What follows belongs to an exercise in optimizing a design on an open flow for small area and a short achievable clock period; a production flow would make more cautious choices.
Function not checked in this run: the RTL went through the layout flow alone.
No activity file was given, so power comes from the tool's default toggle rates.

File: flow/config.mk
export PLATFORM = sky130hd
export DESIGN_NAME = tdisto_accum
export DESIGN_NICKNAME = tdisto_accum
export VERILOG_FILES = /design/flow/design.v
export SDC_FILE = /design/flow/constraint.sdc
export NUM_CORES = 4
export LEC_CHECK = 0
export CAP_MARGIN = 20
export CORE_MARGIN = 2
export CORE_UTILIZATION = 60
export SETUP_SLACK_MARGIN = 2.8
export SLEW_MARGIN = 20
File: flow/constraint.sdc
create_clock -name core_clock -period 7.0 [get_ports {clk}]
set_input_delay 1.4000 -clock core_clock [delete_from_list [all_inputs] [get_ports {clk}]]
set_output_delay 1.4000 -clock core_clock [all_outputs]
set_load 0.01 [all_outputs]
File: flow/design.v
module tdisto_accum (
  input  logic        clk,
  input  logic        rst_n,
  input  logic        start,
  input  logic [15:0] tlambda,
  input  logic [31:0] sum_a,
  input  logic        done_a,
  input  logic [31:0] sum_b,
  input  logic        done_b,
  output logic        busy,
  output logic [31:0] disto,
  output logic        disto_valid,
  output logic        err
);
  localparam logic [1:0] S_IDLE = 2'd0;
  localparam logic [1:0] S_ACC  = 2'd1;
  localparam logic [1:0] S_MUL  = 2'd2;
  localparam logic [1:0] S_OUT  = 2'd3;
  function automatic logic [2:0] booth(input logic [2:0] b);
    booth[0] = b[1] ^ b[0];
    booth[1] = (b[2] & ~b[1] & ~b[0]) | (~b[2] & b[1] & b[0]);
    booth[2] = b[2] & ~(b[1] & b[0]);
  endfunction
  logic [1:0]  state_q;
  logic        pend_a_q, pend_b_q;
  logic [4:0]  cnt_q;
  logic        busy_q, disto_valid_q, err_q;
  logic [31:0] disto_q;
  logic [15:0] tl_q;
  logic [2:0]  neg_q, two_q, one_q;
  logic [31:0] v_q;
  logic [30:0] acc_q;
  logic [3:0]  l_q;
  logic in_acc, in_mul, in_out;
  assign in_acc = (state_q == S_ACC);
  assign in_mul = (state_q == S_MUL);
  assign in_out = (state_q == S_OUT);
  logic consume;
  assign consume = in_acc & pend_a_q & pend_b_q;
  logic        a_wait, b_wait, a_next, b_next;
  logic [31:0] a_op, b_op;
  logic [32:0] diff;
  logic [27:0] dq;
  logic        zq;
  assign a_wait = pend_a_q & ~pend_b_q;
  assign b_wait = pend_b_q & ~pend_a_q;
  assign a_op   = a_wait ? v_q : sum_a;
  assign b_op   = b_wait ? v_q : sum_b;
  assign diff   = {a_op[31], a_op} - {b_op[31], b_op};
  assign a_next = done_a | a_wait;
  assign b_next = done_b | b_wait;
  assign dq     = v_q[27:0];
  assign zq     = v_q[28];
  logic        dneg;
  logic [27:0] mag_x;
  logic        mag_c;
  assign dneg  = dq[27];
  assign mag_x = dq ^ {28{dneg}};
  assign mag_c = dneg & zq;
  logic [31:0] acc_sum2;
  logic [30:0] acc_sum;
  assign acc_sum2 = {acc_q, mag_c} + {3'd0, mag_x, mag_c};
  assign acc_sum  = acc_sum2[31:1];
  logic [2:0] d0_s1, d1_s1, d2_s1, d0_s2, d1_s2, d2_s2, d0_s3, d1_s3, d2_s3;
  logic [2:0] d0_s1q, d1_s1q, d2_s1q;
  assign d0_s1 = booth({tlambda[1:0], 1'b0});
  assign d1_s1 = booth(tlambda[3:1]);
  assign d2_s1 = booth(tlambda[5:3]);
  assign d0_s1q = booth({tl_q[1:0], 1'b0});
  assign d1_s1q = booth(tl_q[3:1]);
  assign d2_s1q = booth(tl_q[5:3]);
  assign d0_s2 = booth(tl_q[7:5]);
  assign d1_s2 = booth(tl_q[9:7]);
  assign d2_s2 = booth(tl_q[11:9]);
  assign d0_s3 = booth(tl_q[13:11]);
  assign d1_s3 = booth(tl_q[15:13]);
  assign d2_s3 = booth({2'b00, tl_q[15]});
  logic [14:0] k_add;
  assign k_add = {d1_s3[2], 1'b0, d0_s3[2], 1'b0, d2_s2[2], 1'b0, d1_s2[2], 1'b1,
                  d0_s2[2], 1'b0, neg_q[2], 1'b0, neg_q[1], 1'b0, neg_q[0]};
  logic [32:0] addend;
  assign addend = {v_q[31], v_q};
  logic [31:0] ax, ax2, pp0, pp1, pp2;
  assign ax  = {1'b0, acc_q};
  assign ax2 = {ax[30:0], 1'b0};
  assign pp0 = (({32{one_q[0]}} & ax) | ({32{two_q[0]}} & ax2)) ^ {32{neg_q[0]}};
  assign pp1 = (({32{one_q[1]}} & ax) | ({32{two_q[1]}} & ax2)) ^ {32{neg_q[1]}};
  assign pp2 = (({32{one_q[2]}} & ax) | ({32{two_q[2]}} & ax2)) ^ {32{neg_q[2]}};
  logic fs0, fc0;
  logic fs1, fc1;
  logic fs2, fc2;
  logic fs3, fc3;
  logic fs4, fc4;
  logic fs5, fc5;
  logic fs6, fc6;
  logic fs7, fc7;
  logic fs8, fc8;
  logic fs9, fc9;
  logic fs10, fc10;
  logic fs11, fc11;
  logic fs12, fc12;
  logic fs13, fc13;
  logic fs14, fc14;
  logic fs15, fc15;
  logic fs16, fc16;
  logic fs17, fc17;
  logic fs18, fc18;
  logic fs19, fc19;
  logic fs20, fc20;
  logic fs21, fc21;
  logic fs22, fc22;
  logic fs23, fc23;
  logic fs24, fc24;
  logic fs25, fc25;
  logic fs26, fc26;
  logic fs27, fc27;
  logic fs28, fc28;
  logic fs29, fc29;
  logic fs30, fc30;
  logic fs31, fc31;
  logic fs32, fc32;
  logic fs33, fc33;
  logic fs34, fc34;
  logic fs35, fc35;
  logic fs36, fc36;
  logic fs37, fc37;
  logic fs38, fc38;
  logic fs39, fc39;
  logic fs40, fc40;
  logic fs41, fc41;
  logic fs42, fc42;
  logic fs43, fc43;
  logic fs44, fc44;
  logic fs45, fc45;
  logic fs46, fc46;
  logic fs47, fc47;
  logic fs48, fc48;
  logic fs49, fc49;
  logic fs50, fc50;
  logic fs51, fc51;
  logic fs52, fc52;
  logic fs53, fc53;
  logic fs54, fc54;
  logic fs55, fc55;
  logic fs56, fc56;
  logic fs57, fc57;
  logic fs58, fc58;
  logic fs59, fc59;
  logic fs60, fc60;
  logic fs61, fc61;
  logic fs62, fc62;
  logic fs63, fc63;
  assign fs0 = addend[2] ^ pp0[2] ^ pp1[0];
  assign fc0 = (addend[2] & pp0[2]) | (addend[2] & pp1[0]) | (pp0[2] & pp1[0]);
  assign fs1 = addend[3] ^ pp0[3] ^ pp1[1];
  assign fc1 = (addend[3] & pp0[3]) | (addend[3] & pp1[1]) | (pp0[3] & pp1[1]);
  assign fs2 = addend[4] ^ pp0[4] ^ pp1[2];
  assign fc2 = (addend[4] & pp0[4]) | (addend[4] & pp1[2]) | (pp0[4] & pp1[2]);
  assign fs3 = pp2[0] ^ fc1 ^ fs2;
  assign fc3 = (pp2[0] & fc1) | (pp2[0] & fs2) | (fc1 & fs2);
  assign fs4 = addend[5] ^ pp0[5] ^ pp1[3];
  assign fc4 = (addend[5] & pp0[5]) | (addend[5] & pp1[3]) | (pp0[5] & pp1[3]);
  assign fs5 = pp2[1] ^ fc2 ^ fs4;
  assign fc5 = (pp2[1] & fc2) | (pp2[1] & fs4) | (fc2 & fs4);
  assign fs6 = addend[6] ^ pp0[6] ^ pp1[4];
  assign fc6 = (addend[6] & pp0[6]) | (addend[6] & pp1[4]) | (pp0[6] & pp1[4]);
  assign fs7 = pp2[2] ^ fc4 ^ fs6;
  assign fc7 = (pp2[2] & fc4) | (pp2[2] & fs6) | (fc4 & fs6);
  assign fs8 = addend[7] ^ pp0[7] ^ pp1[5];
  assign fc8 = (addend[7] & pp0[7]) | (addend[7] & pp1[5]) | (pp0[7] & pp1[5]);
  assign fs9 = pp2[3] ^ fc6 ^ fs8;
  assign fc9 = (pp2[3] & fc6) | (pp2[3] & fs8) | (fc6 & fs8);
  assign fs10 = addend[8] ^ pp0[8] ^ pp1[6];
  assign fc10 = (addend[8] & pp0[8]) | (addend[8] & pp1[6]) | (pp0[8] & pp1[6]);
  assign fs11 = pp2[4] ^ fc8 ^ fs10;
  assign fc11 = (pp2[4] & fc8) | (pp2[4] & fs10) | (fc8 & fs10);
  assign fs12 = addend[9] ^ pp0[9] ^ pp1[7];
  assign fc12 = (addend[9] & pp0[9]) | (addend[9] & pp1[7]) | (pp0[9] & pp1[7]);
  assign fs13 = pp2[5] ^ fc10 ^ fs12;
  assign fc13 = (pp2[5] & fc10) | (pp2[5] & fs12) | (fc10 & fs12);
  assign fs14 = addend[10] ^ pp0[10] ^ pp1[8];
  assign fc14 = (addend[10] & pp0[10]) | (addend[10] & pp1[8]) | (pp0[10] & pp1[8]);
  assign fs15 = pp2[6] ^ fc12 ^ fs14;
  assign fc15 = (pp2[6] & fc12) | (pp2[6] & fs14) | (fc12 & fs14);
  assign fs16 = addend[11] ^ pp0[11] ^ pp1[9];
  assign fc16 = (addend[11] & pp0[11]) | (addend[11] & pp1[9]) | (pp0[11] & pp1[9]);
  assign fs17 = pp2[7] ^ fc14 ^ fs16;
  assign fc17 = (pp2[7] & fc14) | (pp2[7] & fs16) | (fc14 & fs16);
  assign fs18 = addend[12] ^ pp0[12] ^ pp1[10];
  assign fc18 = (addend[12] & pp0[12]) | (addend[12] & pp1[10]) | (pp0[12] & pp1[10]);
  assign fs19 = pp2[8] ^ fc16 ^ fs18;
  assign fc19 = (pp2[8] & fc16) | (pp2[8] & fs18) | (fc16 & fs18);
  assign fs20 = addend[13] ^ pp0[13] ^ pp1[11];
  assign fc20 = (addend[13] & pp0[13]) | (addend[13] & pp1[11]) | (pp0[13] & pp1[11]);
  assign fs21 = pp2[9] ^ fc18 ^ fs20;
  assign fc21 = (pp2[9] & fc18) | (pp2[9] & fs20) | (fc18 & fs20);
  assign fs22 = addend[14] ^ pp0[14] ^ pp1[12];
  assign fc22 = (addend[14] & pp0[14]) | (addend[14] & pp1[12]) | (pp0[14] & pp1[12]);
  assign fs23 = pp2[10] ^ fc20 ^ fs22;
  assign fc23 = (pp2[10] & fc20) | (pp2[10] & fs22) | (fc20 & fs22);
  assign fs24 = addend[15] ^ pp0[15] ^ pp1[13];
  assign fc24 = (addend[15] & pp0[15]) | (addend[15] & pp1[13]) | (pp0[15] & pp1[13]);
  assign fs25 = pp2[11] ^ fc22 ^ fs24;
  assign fc25 = (pp2[11] & fc22) | (pp2[11] & fs24) | (fc22 & fs24);
  assign fs26 = addend[16] ^ pp0[16] ^ pp1[14];
  assign fc26 = (addend[16] & pp0[16]) | (addend[16] & pp1[14]) | (pp0[16] & pp1[14]);
  assign fs27 = pp2[12] ^ fc24 ^ fs26;
  assign fc27 = (pp2[12] & fc24) | (pp2[12] & fs26) | (fc24 & fs26);
  assign fs28 = addend[17] ^ pp0[17] ^ pp1[15];
  assign fc28 = (addend[17] & pp0[17]) | (addend[17] & pp1[15]) | (pp0[17] & pp1[15]);
  assign fs29 = pp2[13] ^ fc26 ^ fs28;
  assign fc29 = (pp2[13] & fc26) | (pp2[13] & fs28) | (fc26 & fs28);
  assign fs30 = addend[18] ^ pp0[18] ^ pp1[16];
  assign fc30 = (addend[18] & pp0[18]) | (addend[18] & pp1[16]) | (pp0[18] & pp1[16]);
  assign fs31 = pp2[14] ^ fc28 ^ fs30;
  assign fc31 = (pp2[14] & fc28) | (pp2[14] & fs30) | (fc28 & fs30);
  assign fs32 = addend[19] ^ pp0[19] ^ pp1[17];
  assign fc32 = (addend[19] & pp0[19]) | (addend[19] & pp1[17]) | (pp0[19] & pp1[17]);
  assign fs33 = pp2[15] ^ fc30 ^ fs32;
  assign fc33 = (pp2[15] & fc30) | (pp2[15] & fs32) | (fc30 & fs32);
  assign fs34 = addend[20] ^ pp0[20] ^ pp1[18];
  assign fc34 = (addend[20] & pp0[20]) | (addend[20] & pp1[18]) | (pp0[20] & pp1[18]);
  assign fs35 = pp2[16] ^ fc32 ^ fs34;
  assign fc35 = (pp2[16] & fc32) | (pp2[16] & fs34) | (fc32 & fs34);
  assign fs36 = addend[21] ^ pp0[21] ^ pp1[19];
  assign fc36 = (addend[21] & pp0[21]) | (addend[21] & pp1[19]) | (pp0[21] & pp1[19]);
  assign fs37 = pp2[17] ^ fc34 ^ fs36;
  assign fc37 = (pp2[17] & fc34) | (pp2[17] & fs36) | (fc34 & fs36);
  assign fs38 = addend[22] ^ pp0[22] ^ pp1[20];
  assign fc38 = (addend[22] & pp0[22]) | (addend[22] & pp1[20]) | (pp0[22] & pp1[20]);
  assign fs39 = pp2[18] ^ fc36 ^ fs38;
  assign fc39 = (pp2[18] & fc36) | (pp2[18] & fs38) | (fc36 & fs38);
  assign fs40 = addend[23] ^ pp0[23] ^ pp1[21];
  assign fc40 = (addend[23] & pp0[23]) | (addend[23] & pp1[21]) | (pp0[23] & pp1[21]);
  assign fs41 = pp2[19] ^ fc38 ^ fs40;
  assign fc41 = (pp2[19] & fc38) | (pp2[19] & fs40) | (fc38 & fs40);
  assign fs42 = addend[24] ^ pp0[24] ^ pp1[22];
  assign fc42 = (addend[24] & pp0[24]) | (addend[24] & pp1[22]) | (pp0[24] & pp1[22]);
  assign fs43 = pp2[20] ^ fc40 ^ fs42;
  assign fc43 = (pp2[20] & fc40) | (pp2[20] & fs42) | (fc40 & fs42);
  assign fs44 = addend[25] ^ pp0[25] ^ pp1[23];
  assign fc44 = (addend[25] & pp0[25]) | (addend[25] & pp1[23]) | (pp0[25] & pp1[23]);
  assign fs45 = pp2[21] ^ fc42 ^ fs44;
  assign fc45 = (pp2[21] & fc42) | (pp2[21] & fs44) | (fc42 & fs44);
  assign fs46 = addend[26] ^ pp0[26] ^ pp1[24];
  assign fc46 = (addend[26] & pp0[26]) | (addend[26] & pp1[24]) | (pp0[26] & pp1[24]);
  assign fs47 = pp2[22] ^ fc44 ^ fs46;
  assign fc47 = (pp2[22] & fc44) | (pp2[22] & fs46) | (fc44 & fs46);
  assign fs48 = addend[27] ^ pp0[27] ^ pp1[25];
  assign fc48 = (addend[27] & pp0[27]) | (addend[27] & pp1[25]) | (pp0[27] & pp1[25]);
  assign fs49 = pp2[23] ^ fc46 ^ fs48;
  assign fc49 = (pp2[23] & fc46) | (pp2[23] & fs48) | (fc46 & fs48);
  assign fs50 = addend[28] ^ pp0[28] ^ pp1[26];
  assign fc50 = (addend[28] & pp0[28]) | (addend[28] & pp1[26]) | (pp0[28] & pp1[26]);
  assign fs51 = pp2[24] ^ fc48 ^ fs50;
  assign fc51 = (pp2[24] & fc48) | (pp2[24] & fs50) | (fc48 & fs50);
  assign fs52 = addend[29] ^ pp0[29] ^ pp1[27];
  assign fc52 = (addend[29] & pp0[29]) | (addend[29] & pp1[27]) | (pp0[29] & pp1[27]);
  assign fs53 = pp2[25] ^ fc50 ^ fs52;
  assign fc53 = (pp2[25] & fc50) | (pp2[25] & fs52) | (fc50 & fs52);
  assign fs54 = addend[30] ^ pp0[30] ^ pp1[28];
  assign fc54 = (addend[30] & pp0[30]) | (addend[30] & pp1[28]) | (pp0[30] & pp1[28]);
  assign fs55 = pp2[26] ^ fc52 ^ fs54;
  assign fc55 = (pp2[26] & fc52) | (pp2[26] & fs54) | (fc52 & fs54);
  assign fs56 = addend[31] ^ pp0[31] ^ pp1[29];
  assign fc56 = (addend[31] & pp0[31]) | (addend[31] & pp1[29]) | (pp0[31] & pp1[29]);
  assign fs57 = pp2[27] ^ fc54 ^ fs56;
  assign fc57 = (pp2[27] & fc54) | (pp2[27] & fs56) | (fc54 & fs56);
  assign fs58 = ~neg_q[0] ^ ~addend[32] ^ pp1[30];
  assign fc58 = (~neg_q[0] & ~addend[32]) | (~neg_q[0] & pp1[30]) | (~addend[32] & pp1[30]);
  assign fs59 = pp2[28] ^ fc56 ^ fs58;
  assign fc59 = (pp2[28] & fc56) | (pp2[28] & fs58) | (fc56 & fs58);
  assign fs60 = 1'b1 ^ pp1[31] ^ pp2[29];
  assign fc60 = (1'b1 & pp1[31]) | (1'b1 & pp2[29]) | (pp1[31] & pp2[29]);
  assign fs61 = fc58 ^ fs60 ^ fc59;
  assign fc61 = (fc58 & fs60) | (fc58 & fc59) | (fs60 & fc59);
  assign fs62 = ~neg_q[1] ^ pp2[30] ^ fc60;
  assign fc62 = (~neg_q[1] & pp2[30]) | (~neg_q[1] & fc60) | (pp2[30] & fc60);
  assign fs63 = 1'b1 ^ pp2[31] ^ fc62;
  assign fc63 = (1'b1 & pp2[31]) | (1'b1 & fc62) | (pp2[31] & fc62);
  logic [37:0] row_s, row_c, x;
  assign row_s = {1'b1, ~neg_q[2], fs63, fc61, fs61, fc57, fc55, fc53, fc51, fc49, fc47, fc45, fc43, fc41, fc39, fc37, fc35, fc33, fc31, fc29, fc27, fc25, fc23, fc21, fc19, fc17, fc15, fc13, fc11, fc9, fc7, fc5, fc3, fs3, fc0, fs0, addend[1], addend[0]};
  assign row_c = {1'b0, fc63, 1'b0, fs62, 1'b0, fs59, fs57, fs55, fs53, fs51, fs49, fs47, fs45, fs43, fs41, fs39, fs37, fs35, fs33, fs31, fs29, fs27, fs25, fs23, fs21, fs19, fs17, fs15, fs13, fs11, fs9, fs7, fs5, 1'b0, fs1, 1'b0, pp0[1], pp0[0]};
  assign x = row_s + row_c;
  logic [6:0] hs, hc, hx;
  logic       c28, nz0, nz1, sat;
  assign hs  = row_s[34:28];
  assign hc  = row_c[34:28];
  assign hx  = hs ^ hc;
  assign c28 = x[28] ^ row_s[28] ^ row_c[28];
  assign nz0 = (hx != {hs[5:0] | hc[5:0], 1'b0});
  assign nz1 = ~&hx;
  assign sat = c28 ? nz1 : nz0;
  logic [31:0] disto_res;
  assign disto_res = {x[27:0], l_q} | {32{sat}};
  logic acc_done;
  assign acc_done = in_acc & cnt_q[4];
  logic [2:0] dig0_d, dig1_d, dig2_d;
  always_comb begin
    if (start) begin
      dig0_d = d0_s1;  dig1_d = d1_s1;  dig2_d = d2_s1;
    end else if (acc_done) begin
      dig0_d = d0_s2;  dig1_d = d1_s2;  dig2_d = d2_s2;
    end else if (in_mul) begin
      dig0_d = d0_s3;  dig1_d = d1_s3;  dig2_d = d2_s3;
    end else begin
      dig0_d = d0_s1q; dig1_d = d1_s1q; dig2_d = d2_s1q;
    end
  end
  always_ff @(posedge clk) begin
    if (!rst_n) begin
      state_q       <= S_IDLE;
      pend_a_q      <= 1'b0;
      pend_b_q      <= 1'b0;
      busy_q        <= 1'b0;
      disto_valid_q <= 1'b0;
      err_q         <= 1'b0;
      disto_q       <= 32'd0;
    end else begin
      busy_q        <= start | (state_q != S_IDLE);
      disto_valid_q <= ~start & in_out;
      if (start) begin
        state_q  <= S_ACC;
        pend_a_q <= 1'b0;
        pend_b_q <= 1'b0;
        err_q    <= 1'b0;
      end else begin
        case (state_q)
          S_ACC: begin
            if (acc_done) state_q <= S_MUL;
            pend_a_q <= done_a | (pend_a_q & ~consume);
            pend_b_q <= done_b | (pend_b_q & ~consume);
            if ((done_a & pend_a_q & ~consume) | (done_b & pend_b_q & ~consume))
              err_q <= 1'b1;
          end
          S_MUL: state_q <= S_OUT;
          S_OUT: begin
            state_q <= S_IDLE;
            disto_q <= disto_res;
          end
          default: ;
        endcase
      end
    end
  end
  always_ff @(posedge clk) begin
    if (start) tl_q <= tlambda;
    {neg_q[0], two_q[0], one_q[0]} <= dig0_d;
    {neg_q[1], two_q[1], one_q[1]} <= dig1_d;
    {neg_q[2], two_q[2], one_q[2]} <= dig2_d;
    if (cnt_q[4])            v_q <= x[37:6];
    else if (consume & (cnt_q[3:0] == 4'd15)) v_q <= {17'd0, k_add};
    else if (a_next & b_next) v_q <= {3'd0, ~|diff[4:0], diff[32:5]};
    else if (a_next)         v_q <= a_op;
    else                     v_q <= b_op;
    if (start) begin
      acc_q <= 31'd0;
      cnt_q <= 5'd0;
    end else if (consume & ~cnt_q[4]) begin
      acc_q <= acc_sum;
      cnt_q <= cnt_q + 5'd1;
    end
    l_q <= x[5:2];
  end
  assign busy        = busy_q;
  assign disto       = disto_q;
  assign disto_valid = disto_valid_q;
  assign err         = err_q;
endmodule
File: flow/flow/run.sh
#!/bin/bash
# The standard layout, with plain buffers on the ports instead of the
# delay-cell buffers that buffer_ports picks by default.
set -euo pipefail
export BUFFER_PORTS_ARGS="-buffer_cell sky130_fd_sc_hd__buf_1"
bash standard.sh finish > standard_flow.log 2>&1
File: flow/standard.sh
#!/bin/bash
# synth_recipe.tcl (not shown) runs the flow's synth.tcl, then flattens the netlist and writes it again
# the make line also repeats each setting of config.mk as NAME=value (left out here)
make -C /OpenROAD-flow-scripts/flow DESIGN_CONFIG=/design/flow/config.mk WORK_HOME=/design/flow/orfs CLKGATE_MAP_FILE= SYNTH_SCRIPT=/design/flow/synth_recipe.tcl "${@:-finish}"
==> metrics.cfg <==
[clock_tree]
cts_root_buf=clkbuf_16
cts_tree=done
cts_max_path_buffers=2
htreeDepth=4
insertion_delay_ns=0.44
clkTransAtPathRegs_ns=0.07
hold_buffers=0
cts_sinks=136
cts_buffers=17

[worst_setup_path]
cp_data_arrival_time_ns=4.71
critPathMaxFanout=6
path_class=flip-flop to flip-flop
crit_required_ns=7.38
cp_cell_sequence=buf_6, buf_6, a22oi_2, xor2_2, fa_1, fa_1, inv_2, ha_4, nand4_1, nor2_4, a22o_1, a21oi_2, a21oi_2, nor2_4, o41a_1, or4_1, nand3_1
critPathLaunchType=flip-flop
slowest_stage=fa_1
critPathLaunch=two_q[1]
cp-end-kind=flip-flop
slowest_delay_ns=0.51
r2r_start=two_q[1]

[job]
maxCapViolations=0

[cells_and_area]
layout_common_cells=nand2_1, a21oi_1, inv_1
num-fill-cells=1805
final_cell_area_um2=17300
drive_gt1_frac=0.172
nets=2133
diodes=0
syn_to_final_growth_pct=20.4
layout_commonest_cell=nand2_1

[floorplan]
die_area_um2=25200
pin_count=120
row_count=56
die_h_um=159
start_util=0.611
die_w_um=159
core_area_um2=23500

[grt]
antenna_found_initial=0
grt_remaining_overflow=0
track_usage=0.357
grt_pass1_vias=12770
grt_pass1_wl_um=68300
grt_max_degree=74

[synth]
synthMuxAreaShare=0.0404
synth_top_family_by_area=compound AO/OA/AOI/OAI gates
ys_seq_area_frac=0.201
synth_fa_ha_area_frac=0.184
synth_nets=2006
synthCells=1748
ys.flop_type=dfxtp_1
netlist_area_um2=14300
synth_cell_types=81
yosys_warnings=1
avgSynthCellArea_um2=8.20
async_flop_share=0
synth-edff-count=16
yosys.area_share.simple=0.134
yosys_register_bits=136
synthXorXnorAreaFrac=0.123
synth_compound_area_frac=0.257

[drt]
first_pass_iters=6
totalWireLength_um=47400
dr.max_layer_used=met4
wl_per_cell_um=21.5
vias_per_cell=6.36
drtAntennaViolNets=0
wl_met1_um=18700
vias=14040
drc_errors=0
dr_wl_met2_um=22700
wl_met3_um=2890
drtIter0Drc=1328

[min_path]
min_path_type=flip-flop to flip-flop
min-delay-start=cnt_q[1]

[timing]
worstMarginPinSlew_ns=0.786
finalSetupViolations=0
drv_slew=0
finalCritPeriodShare=0.618
setup_tns_ns=0
hold_viol_final=0
skew_ns=0.0156
rsz0062_at_grt=yes
fmax_ghz=0.231
period_minus_slack_ns=4.32
maxSlewHeadroom=0.472

[placed_design]
io_buffers=119
dpl_cell_area_um2=15000
dp_hpwl_um=33300
gp_congestion=0.952

[power]
p_per_area_nw_per_um2=318
max-vdd-ir-drop_uv=257
p_leak_nw=7.11
power.total_w=0.00549

[run_status]
status=timing/DRC/antenna clean

==> power by group <==
part | leakage, nW | internal [W] | switching (W)
logic | 5.68 | 0.00157 | 0.00206
clock network | 0.280 | 0.000506 | 0.000400
registers | 1.15 | 0.000850 | 0.000115
==> critical path, delay by kind of cell, from the launching register on <==
kind            cells  cell delay [ns]
compound gates      5             1.09
xor+xnor            1             0.24
fa+ha+maj           3             1.27
buf+inv             3             0.30
flops               1             0.38
simple gates        5             0.98
==> logic make-up (layout without fill, tap and decap cells) <==
| kind of cell | count (synthesis) | in the layout |
|---|---|---|
| simple gates | 414 | 419 |
| buf+inv | 230 | 365 |
| fa+ha+maj | 173 | 173 |
| compound gates | 539 | 539 |
| xor+xnor | 201 | 201 |
| mux | 55 | 55 |
| flops | 136 | 136 |
==> routing by layer <==
layer	GRT usage	up-vias
met5	0	-
met4	0.196	0
met3	0.0457	168
met2	0.608	627
met1	0.437	6704
li1	-	6541
==> sequential cells by signal (all words and copies together), names as in the netlist, 2 cells and up <==
signal / cells
one_q: 3
l_q: 4
v_q: 32
state_q: 2
disto_q: 32
two_q: 3
cnt_q: 5
neg_q: 3
acc_q: 31
tl_q: 16
==> final timing paths <==
path / slack, ns / end / cells after the start
worst min-delay path: 0.49 / cnt_q[1] / 2
worst min register to register: 0.49 / cnt_q[1] / 2
worst max-delay path: 2.68 / v_q[29] / 17
worst max register to register: 2.68 / v_q[29] / 17
==> final cells by class <==
cell class	instances	area [µm²]	share of cell area
multi-input cells	1387	11600	0.670
clock buffers	18	439	0.0254
inverters	130	493	0.0286
flip-flops and latches	136	2930	0.170
repair buffers	203	1310	0.0757
well taps	319	399	0.0231
clock inverters	14	138	0.00797
==> Yosys cell counts (all sizes together), types with 16 or more instances <==
library cell	number	area (µm²)
a21oi	147	736
o21ai	86	434
clkbuf	76	287
nand3	27	135
a31oi	16	100
xor2	99	867
buf	24	97.6
fa	64	1280
nand2	151	567
edfxtp	16	480
nor2	107	402
nor3	22	110
a211oi	24	185
mux2	23	259
xnor2	102	893
a22oi	93	698
mux2i	32	320
o221a	20	225
inv	130	488
dfxtp	120	2400
a21o	35	264
ha	109	1360
==> what timing repair did <==
item | CTS | global route
buffers inserted | 13 | 43
pin swaps | 11 | 84
resized for setup | 63 | 153
gates cloned | 5 | 4
hold endpoints to repair | 0 | 0
endpoints found under the setup margin | 57 | 55
==> stage by stage <==
step	utilization	std cells	worst slack [ns]	hold WS (ns)
2_1_floorplan	-	1748	2.81	0.454
3_3_place_gp	0.640	2110	1.68	0.463
3_5_place_dp	0.640	2110	1.50	0.475
4_1_cts	0.685	2160	2.79	0.485
5_1_grt	0.736	2207	2.52	0.517
6_report	0.736	2207	2.68	0.488

[afterwards: timing with drivers on the ports]
How much do the figures lean on ideal ports? The routed layout below was timed once more, with nothing changed but the port constraints. Step 1, drivers: a clkbuf_16 drives clk and a buf_2 each remaining input, both assumed. Step 2 moves the port delays by t, midway between the first and last clock arrival at a register: inputs arrive t later, outputs are due t later. That takes back most of the time a late clock gives input paths. Three values: ideal, step 1, step 2; two values: the first two.
t, ns: 0.484
setup slack, ns: 2.677 / 2.677 / 2.459
worst hold slack (ns): 0.488 / 0.488 / 0.488
latest minus earliest clock arrival (ns): 0.016 / 0.016
pins driven straight from the clock port: 1
After both steps this run still meets setup and hold. The setup slack of this run moves by 0.000 ns with the drivers and by -0.218 ns with both steps.
